Context: an optimization exercise on an open-source flow, tuned for small area, a short achievable clock period and few clock cycles. The choices shown serve that exercise and are no tape-out recipe.
The RTL was checked by simulation tests, not by an equivalence proof against the original design.

==> run P: inputs <==
==> flow/design.v <==
package ex_pkg;
    localparam int INST_W = 32;
    localparam logic [6:0] OPC_OP_IMM = 7'b0010011;
    localparam logic [6:0] OPC_OP     = 7'b0110011;
    localparam logic [6:0] OPC_LOAD   = 7'b0000011;
    localparam logic [6:0] OPC_STORE  = 7'b0100011;
    localparam logic [6:0] OPC_BRANCH = 7'b1100011;
    localparam logic [6:0] OPC_JAL    = 7'b1101111;
    localparam logic [6:0] OPC_JALR   = 7'b1100111;
    localparam logic [6:0] OPC_LUI    = 7'b0110111;
    localparam logic [6:0] OPC_AUIPC  = 7'b0010111;
    localparam logic [2:0] F3_ADD_SUB = 3'b000;
    localparam logic [2:0] F3_SLL     = 3'b001;
    localparam logic [2:0] F3_SLT     = 3'b010;
    localparam logic [2:0] F3_SLTU    = 3'b011;
    localparam logic [2:0] F3_XOR     = 3'b100;
    localparam logic [2:0] F3_SR      = 3'b101;
    localparam logic [2:0] F3_OR      = 3'b110;
    localparam logic [2:0] F3_AND     = 3'b111;
    localparam logic [2:0] F3_BEQ  = 3'b000;
    localparam logic [2:0] F3_BNE  = 3'b001;
    localparam logic [2:0] F3_BLT  = 3'b100;
    localparam logic [2:0] F3_BGE  = 3'b101;
    localparam logic [2:0] F3_BLTU = 3'b110;
    localparam logic [2:0] F3_BGEU = 3'b111;
    localparam logic [2:0] F3_DIV  = 3'b100;
    localparam logic [2:0] F3_DIVU = 3'b101;
    localparam logic [6:0] F7_MULDIV = 7'b0000001;
    typedef enum logic [3:0] {
        ALU_ADD,
        ALU_SUB,
        ALU_SLL,
        ALU_SLT,
        ALU_SLTU,
        ALU_XOR,
        ALU_SRL,
        ALU_SRA,
        ALU_OR,
        ALU_AND
    } alu_op_e;
endpackage
`timescale 1ns/1ps
module ex_shift (
    input  logic [31:0] a_i,
    input  logic [4:0]  shamt_i,
    input  logic        left_i,
    input  logic        arith_i,
    output logic [31:0] res_o
);
    logic [31:0] x;
    logic [31:0] y;
    logic        fill;
    logic signed [32:0] t;
    always_comb begin
        for (int i = 0; i < 32; i++) begin
            x[i] = left_i ? a_i[31-i] : a_i[i];
        end
    end
    assign fill = arith_i && !left_i && a_i[31];
    assign t    = $signed({fill, x}) >>> shamt_i;
    assign y    = t[31:0];
    always_comb begin
        for (int i = 0; i < 32; i++) begin
            res_o[i] = left_i ? y[31-i] : y[i];
        end
    end
endmodule
`timescale 1ns/1ps
module ex_div (
    input  logic        clk,
    input  logic        rst_n_i,
    input  logic        req_i,         
    input  logic        early_i,       
    input  logic        b_zero_i,
    input  logic        signed_i,
    input  logic [31:0] a_i,
    input  logic [31:0] b_i,
    input  logic [31:0] dsr_sh_i,      
    input  logic        ge_i,          
    input  logic [31:0] diff_i,        
    output logic        busy_o,
    output logic [31:0] rem_o,
    output logic [31:0] dsr_o,
    output logic [4:0]  cnt_o,
    output logic        hold_o,
    output logic [31:0] quotient_o
);
    logic        busy;
    logic        align;
    logic        fin;
    logic [31:0] rem;
    logic [31:0] dsr;
    logic [31:0] quo;
    logic [4:0]  cnt;
    logic        neg;
    logic [31:0] a_mag;
    logic [31:0] b_mag;
    logic [4:0]  lz_a;
    logic [4:0]  lz_b;
    logic [4:0]  sh;
    logic [31:0] rem1;
    logic [32:0] trial2;
    logic        q2;
    logic        last;
    logic [30:0] hi;
    logic        lo;
    logic [30:0] hi_neg;
    function automatic logic [4:0] clz(input logic [31:0] v);
        logic [4:0] n;
        n = 5'd31;
        for (int i = 0; i < 32; i++) begin
            if (v[i]) n = 31 - i;
        end
        clz = n;
    endfunction
    assign a_mag = (signed_i && a_i[31]) ? -a_i : a_i;
    assign b_mag = (signed_i && b_i[31]) ? -b_i : b_i;
    assign lz_a  = clz(a_mag);
    assign lz_b  = clz(b_mag);
    assign sh    = lz_b - lz_a;
    assign rem1   = ge_i ? diff_i : rem;
    assign trial2 = {1'b0, rem1} - {2'b0, dsr[31:1]};
    assign q2     = !trial2[32];
    assign last = fin || (!align && cnt == 5'd0);
    always_ff @(posedge clk or negedge rst_n_i) begin
        if (!rst_n_i) begin
            busy  <= 1'b0;
            align <= 1'b0;
            fin   <= 1'b0;
        end else begin
            if (!busy) begin
                busy  <= req_i && !early_i;
                align <= req_i && !early_i && (sh != 5'd0);
                fin   <= 1'b0;
            end else if (align) begin
                align <= 1'b0;
            end else if (last) begin
                busy  <= 1'b0;
                fin   <= 1'b0;
            end else begin
                fin   <= (cnt == 5'd1);
            end
        end
    end
    always_ff @(posedge clk) begin
        if (!busy) begin
            rem <= a_mag;
            dsr <= b_mag;
            quo <= '0;
            cnt <= sh;
            neg <= signed_i && (a_i[31] ^ b_i[31]);
        end else if (align) begin
            dsr <= dsr_sh_i;
        end else begin
            rem <= q2 ? trial2[31:0] : rem1;
            dsr <= {2'b0, dsr[31:2]};
            quo <= {quo[29:0], ge_i, q2};
            cnt <= cnt - 5'd2;
        end
    end
    assign hi     = fin ? quo[31:1] : quo[30:0];
    assign lo     = fin ? quo[0] : ge_i;
    assign hi_neg = -hi;
    always_comb begin
        if (!busy) begin
            quotient_o = {32{b_zero_i}};
        end else if (!neg) begin
            quotient_o = {hi, lo};
        end else if (lo) begin
            quotient_o = {~hi, 1'b1};
        end else begin
            quotient_o = {hi_neg, 1'b0};
        end
    end
    assign hold_o = req_i && (busy ? !last : !early_i);
    assign busy_o = busy;
    assign rem_o  = rem;
    assign dsr_o  = dsr;
    assign cnt_o  = cnt;
endmodule
`timescale 1ns/1ps
module ex_stage #(
    parameter int XLEN = 32
) (
    input  logic                      clk,
    input  logic                      rst_n_i,
    input  logic [ex_pkg::INST_W-1:0] inst_i,
    input  logic [XLEN-1:0]           inst_addr_i,
    input  logic [XLEN-1:0]           rs1_data_i,
    input  logic [XLEN-1:0]           rs2_data_i,
    output logic                      reg_w_ena_o,
    output logic [4:0]                reg_w_addr_o,
    output logic [XLEN-1:0]           reg_w_data_o,
    output logic                      mem_r_ena_o,
    output logic [XLEN-1:0]           mem_r_addr_o,
    output logic                      mem_w_ena_o,
    output logic [XLEN-1:0]           mem_w_addr_o,
    output logic [XLEN-1:0]           mem_w_data_o,
    output logic                      jump_flag_o,
    output logic [XLEN-1:0]           jump_addr_o,
    output logic                      div_hold_o
);
    logic [31:0] inst;
    logic [31:0] pc;
    logic [31:0] a;
    logic [31:0] b;
    logic [6:0]  opcode;
    logic [2:0]  f3;
    assign inst   = inst_i;
    assign pc     = inst_addr_i;
    assign a      = rs1_data_i;
    assign b      = rs2_data_i;
    assign opcode = inst[6:0];
    assign f3     = inst[14:12];
    logic is_op_imm, is_op, is_load, is_store, is_branch, is_jal, is_jalr, is_lui, is_auipc;
    logic is_muldiv, is_alu_r, is_div, div_signed;
    assign is_op_imm  = (opcode == ex_pkg::OPC_OP_IMM);
    assign is_op      = (opcode == ex_pkg::OPC_OP);
    assign is_load    = (opcode == ex_pkg::OPC_LOAD);
    assign is_store   = (opcode == ex_pkg::OPC_STORE);
    assign is_branch  = (opcode == ex_pkg::OPC_BRANCH);
    assign is_jal     = (opcode == ex_pkg::OPC_JAL);
    assign is_jalr    = (opcode == ex_pkg::OPC_JALR);
    assign is_lui     = (opcode == ex_pkg::OPC_LUI);
    assign is_auipc   = (opcode == ex_pkg::OPC_AUIPC);
    assign is_muldiv  = (inst[31:25] == ex_pkg::F7_MULDIV);
    assign is_alu_r   = is_op && !is_muldiv;
    assign is_div     = is_op && is_muldiv && (f3[2:1] == 2'b10);
    assign div_signed = !f3[0];
    logic [31:0] imm_i, imm_s, imm_b, imm_u, imm_j;
    assign imm_i = {{20{inst[31]}}, inst[31:20]};
    assign imm_s = {{20{inst[31]}}, inst[31:25], inst[11:7]};
    assign imm_b = {{19{inst[31]}}, inst[31], inst[7], inst[30:25], inst[11:8], 1'b0};
    assign imm_u = {inst[31:12], 12'b0};
    assign imm_j = {{11{inst[31]}}, inst[31], inst[19:12], inst[20], inst[30:21], 1'b0};
    logic [31:0] op1, op2;
    logic        sub;
    logic        signs_differ;
    logic [32:0] sum;
    logic        lt_u, lt_s, eq;
    assign signs_differ = a[31] ^ b[31];
    assign op1 = opcode[2] ? pc : a;
    always_comb begin
        if (opcode[2]) begin
            op2 = opcode[6] ? 32'd4 : imm_u;              
        end else if (opcode[5] && (opcode[4] || opcode[6])) begin
            op2 = b;                                      
        end else if (opcode[5]) begin
            op2 = imm_s;                                  
        end else begin
            op2 = imm_i;                                  
        end
    end
    assign sub = !opcode[2] && (opcode[6] || (opcode[4] && (
                     (!f3[2] && f3[1]) || (f3[0] && !f3[1]) ||
                     (f3 == 3'b000 && opcode[5] && inst[30]) ||
                     (f3 == 3'b100 && opcode[5] && is_muldiv && !signs_differ))));
    logic [31:0] op2x, prop, gen;
    assign op2x = op2 ^ {32{sub}};
    assign prop = op1 ^ op2x;
    assign gen  = op1 & op2x;
    assign sum  = {1'b0, op1} + {1'b0, op2x} + {32'b0, sub};
    assign lt_u = !sum[32];
    assign lt_s = lt_u ^ op1[31] ^ op2[31];
    assign eq   = (a == b);
    logic        div_busy;
    logic [31:0] div_rem;
    logic [31:0] div_dsr;
    logic [4:0]  div_cnt;
    logic [31:0] shres;
    logic [31:0] alu_res;
    ex_shift u_shift (
        .a_i     (div_busy ? div_dsr : a),
        .shamt_i (div_busy ? div_cnt : (opcode[5] ? b[4:0] : inst[24:20])),
        .left_i  (div_busy || !f3[2]),
        .arith_i (inst[30]),
        .res_o   (shres)
    );
    always_comb begin
        case (f3)
            3'b000:  alu_res = sum[31:0];
            3'b001:  alu_res = shres;
            3'b010:  alu_res = {31'b0, lt_s};
            3'b011:  alu_res = {31'b0, lt_u};
            3'b100:  alu_res = prop;
            3'b101:  alu_res = shres;
            3'b110:  alu_res = prop | gen;
            default: alu_res = gen;
        endcase
    end
    logic zero_sum;
    logic a_lt_b;
    logic b_zero;
    logic div_early;
    logic div_hold;
    logic [31:0] div_q;
    assign zero_sum = (prop == {prop[30:0] | gen[30:0], 1'b0});
    assign b_zero   = (b == '0);
    always_comb begin
        if (!(div_signed && (a[31] || b[31]))) begin
            a_lt_b = lt_u;
        end else if (!signs_differ) begin
            a_lt_b = !lt_u && !eq;
        end else if (a[31]) begin
            a_lt_b = !sum[31] && !zero_sum;
        end else begin
            a_lt_b = sum[31];
        end
    end
    assign div_early = b_zero || a_lt_b;
    ex_div u_div (
        .clk        (clk),
        .rst_n_i    (rst_n_i),
        .req_i      (is_div),
        .early_i    (div_early),
        .b_zero_i   (b_zero),
        .signed_i   (div_signed),
        .a_i        (a),
        .b_i        (b),
        .dsr_sh_i   (shres),
        .ge_i       (jsum[32]),
        .diff_i     (jsum[31:0]),
        .busy_o     (div_busy),
        .rem_o      (div_rem),
        .dsr_o      (div_dsr),
        .cnt_o      (div_cnt),
        .hold_o     (div_hold),
        .quotient_o (div_q)
    );
    logic cond;
    always_comb begin
        case (f3)
            3'b000:  cond = eq;
            3'b001:  cond = !eq;
            3'b100:  cond = lt_s;
            3'b101:  cond = !lt_s;
            3'b110:  cond = lt_u;
            3'b111:  cond = !lt_u;
            default: cond = 1'b0;
        endcase
    end
    logic [31:0] jbase, joff;
    logic [32:0] jsum;
    always_comb begin
        if (div_busy) begin
            jbase = div_rem;
            joff  = ~div_dsr;
        end else begin
            jbase = (opcode[3:2] == 2'b01) ? a : pc;     
            if (opcode[3]) begin
                joff = imm_j;
            end else if (opcode[2]) begin
                joff = imm_i;
            end else begin
                joff = imm_b;
            end
        end
    end
    assign jsum = {1'b0, jbase} + {1'b0, joff} + {32'b0, div_busy};
    assign div_hold_o   = div_hold;
    assign reg_w_ena_o  = (is_op_imm || is_alu_r || is_load || is_jal || is_jalr ||
                           is_lui || is_auipc || is_div) && !div_hold;
    assign reg_w_addr_o = inst[11:7];
    assign reg_w_data_o = is_div ? div_q :
                          !opcode[2] ? alu_res :                      
                          (opcode[5] && !opcode[6]) ? imm_u :         
                          sum[31:0];                                  
    assign mem_r_ena_o  = is_load;
    assign mem_r_addr_o = sum[31:0];
    assign mem_w_ena_o  = is_store;
    assign mem_w_addr_o = sum[31:0];
    assign mem_w_data_o = b;
    assign jump_flag_o  = is_jal || is_jalr || (is_branch && cond);
    assign jump_addr_o  = jsum[31:0];
endmodule
==> flow/flow/run.sh <==
#!/bin/bash
# The standard layout, with each port buffered by buf_2 instead of the
# default delay-cell buffer. The make run's full output goes to flow_make.log.
set -euo pipefail
export BUFFER_PORTS_ARGS="-buffer_cell sky130_fd_sc_hd__buf_2"
bash standard.sh "BUFFER_PORTS_ARGS=-buffer_cell sky130_fd_sc_hd__buf_2" finish > flow_make.log 2>&1
==> flow/standard.sh <==
#!/bin/bash
# synth_recipe.tcl (not shown) runs the flow's synth.tcl, then flattens the netlist and writes it again
# the make line also repeats each setting of config.mk as NAME=value (left out here)
make -C /OpenROAD-flow-scripts/flow DESIGN_CONFIG=/design/flow/config.mk WORK_HOME=/design/flow/orfs CLKGATE_MAP_FILE= SYNTH_SCRIPT=/design/flow/synth_recipe.tcl "${@:-finish}"
==> flow/config.mk <==
export PLATFORM = sky130hd
export DESIGN_NAME = ex_stage
export DESIGN_NICKNAME = ex_stage
export VERILOG_FILES = /design/flow/design.v
export SDC_FILE = /design/flow/constraint.sdc
export NUM_CORES = 4
export LEC_CHECK = 0
export ABC_AREA = 1
export CAP_MARGIN = 20
export CORE_MARGIN = 2
export CORE_UTILIZATION = 40
export SETUP_SLACK_MARGIN = 1.5
export SLEW_MARGIN = 20
==> flow/constraint.sdc <==
create_clock -name core_clock -period 11.0 [get_ports {clk}]
set_input_delay 2.2000 -clock core_clock [delete_from_list [all_inputs] [get_ports {clk}]]
set_output_delay 2.2000 -clock core_clock [all_outputs]
set_load 0.01 [all_outputs]
==> run Y: changes against run P <==
--- a/flow/design.v
+++ b/flow/design.v
@@ -253,6 +253,6 @@
     end
-    assign sub = !opcode[2] && (opcode[6] || (opcode[4] && (
-                     (!f3[2] && f3[1]) || (f3[0] && !f3[1]) ||
-                     (f3 == 3'b000 && opcode[5] && inst[30]) ||
-                     (f3 == 3'b100 && opcode[5] && is_muldiv && !signs_differ))));
+    assign sub = is_branch
+              || ((is_op || is_op_imm) && (f3[2:1] == 2'b01))
+              || (is_alu_r && (f3 == 3'b000) && inst[30])
+              || (is_div && !(div_signed && signs_differ));
     logic [31:0] op2x, prop, gen;
@@ -264,3 +264,3 @@
     assign lt_s = lt_u ^ op1[31] ^ op2[31];
-    assign eq   = (a == b);
+    assign eq   = &prop;
     logic        div_busy;
--- a/flow/config.mk
+++ b/flow/config.mk
@@ -11,3 +11,2 @@
 export CORE_UTILIZATION = 40
-export SETUP_SLACK_MARGIN = 1.5
 export SLEW_MARGIN = 20
==> qor summary <==
	run P	run Y
Result of the run	complete, no violations	complete, no violations
Worst slew margin	0.2432	0.1816
Post-CTS repair timing setup buffer count	4	0
Detailed-routed wire length on met3	11.87 mm	12.24 mm
Largest incremental delay on the critical path	0.49 ns	0.69 ns
Layout cell share with drive strength beyond 1	0.1263	0.1126
Synth Area in XOR/XNOR	0.07465	0.07727
Gate count of the mapped netlist	3684	3626
Netlist area before placement	0.02122 mm^2	0.02097 mm^2
Cell type of the slowest stage on the worst timing path	sky130_fd_sc_hd__fa_1	sky130_fd_sc_hd__nand2_1
Routed wire length per instance	25.31 um	24.34 um
GR Util met1	0.5386	0.5234
Post-route core utilization	0.4426	0.4425
Testbench counts of run P, summed over its fixed seeds: cycles 5,373.
Testbench counts of run Y, summed over its fixed seeds: cycles 5,373.

what the ideal ports hide:
The results above use ideal ports. As a check the final layouts listed here were re-extracted and re-timed, cells and wires unchanged.
Step 1 assumes that a clkbuf_16 drives the clock port and a buf_2 every other input.
Step 2 adds t to the input delays and takes it off the output delays; t is the mean of the earliest and latest rising clock arrival at the registers after step 1. Input paths then give back, and output paths get back, about the clock's delay inside the block.
a / b / c = ideal ports / drivers / drivers and shift; a / b = the first two.
run	t (ns)	setup slack, ns	latest minus earliest clock arrival (ns)	worst slew at a driven data input, ns
run P	0.469	1.627 / 1.588 / 1.588	0.010 / 0.010	0.12
run Y	0.466	0.936 / 0.869 / 0.833	0.011 / 0.010	0.08
After both steps setup and hold are still met in every run listed. For run Y, which loses most, drivers alone change the setup slack by -0.067 ns; drivers and shift together by -0.103 ns.
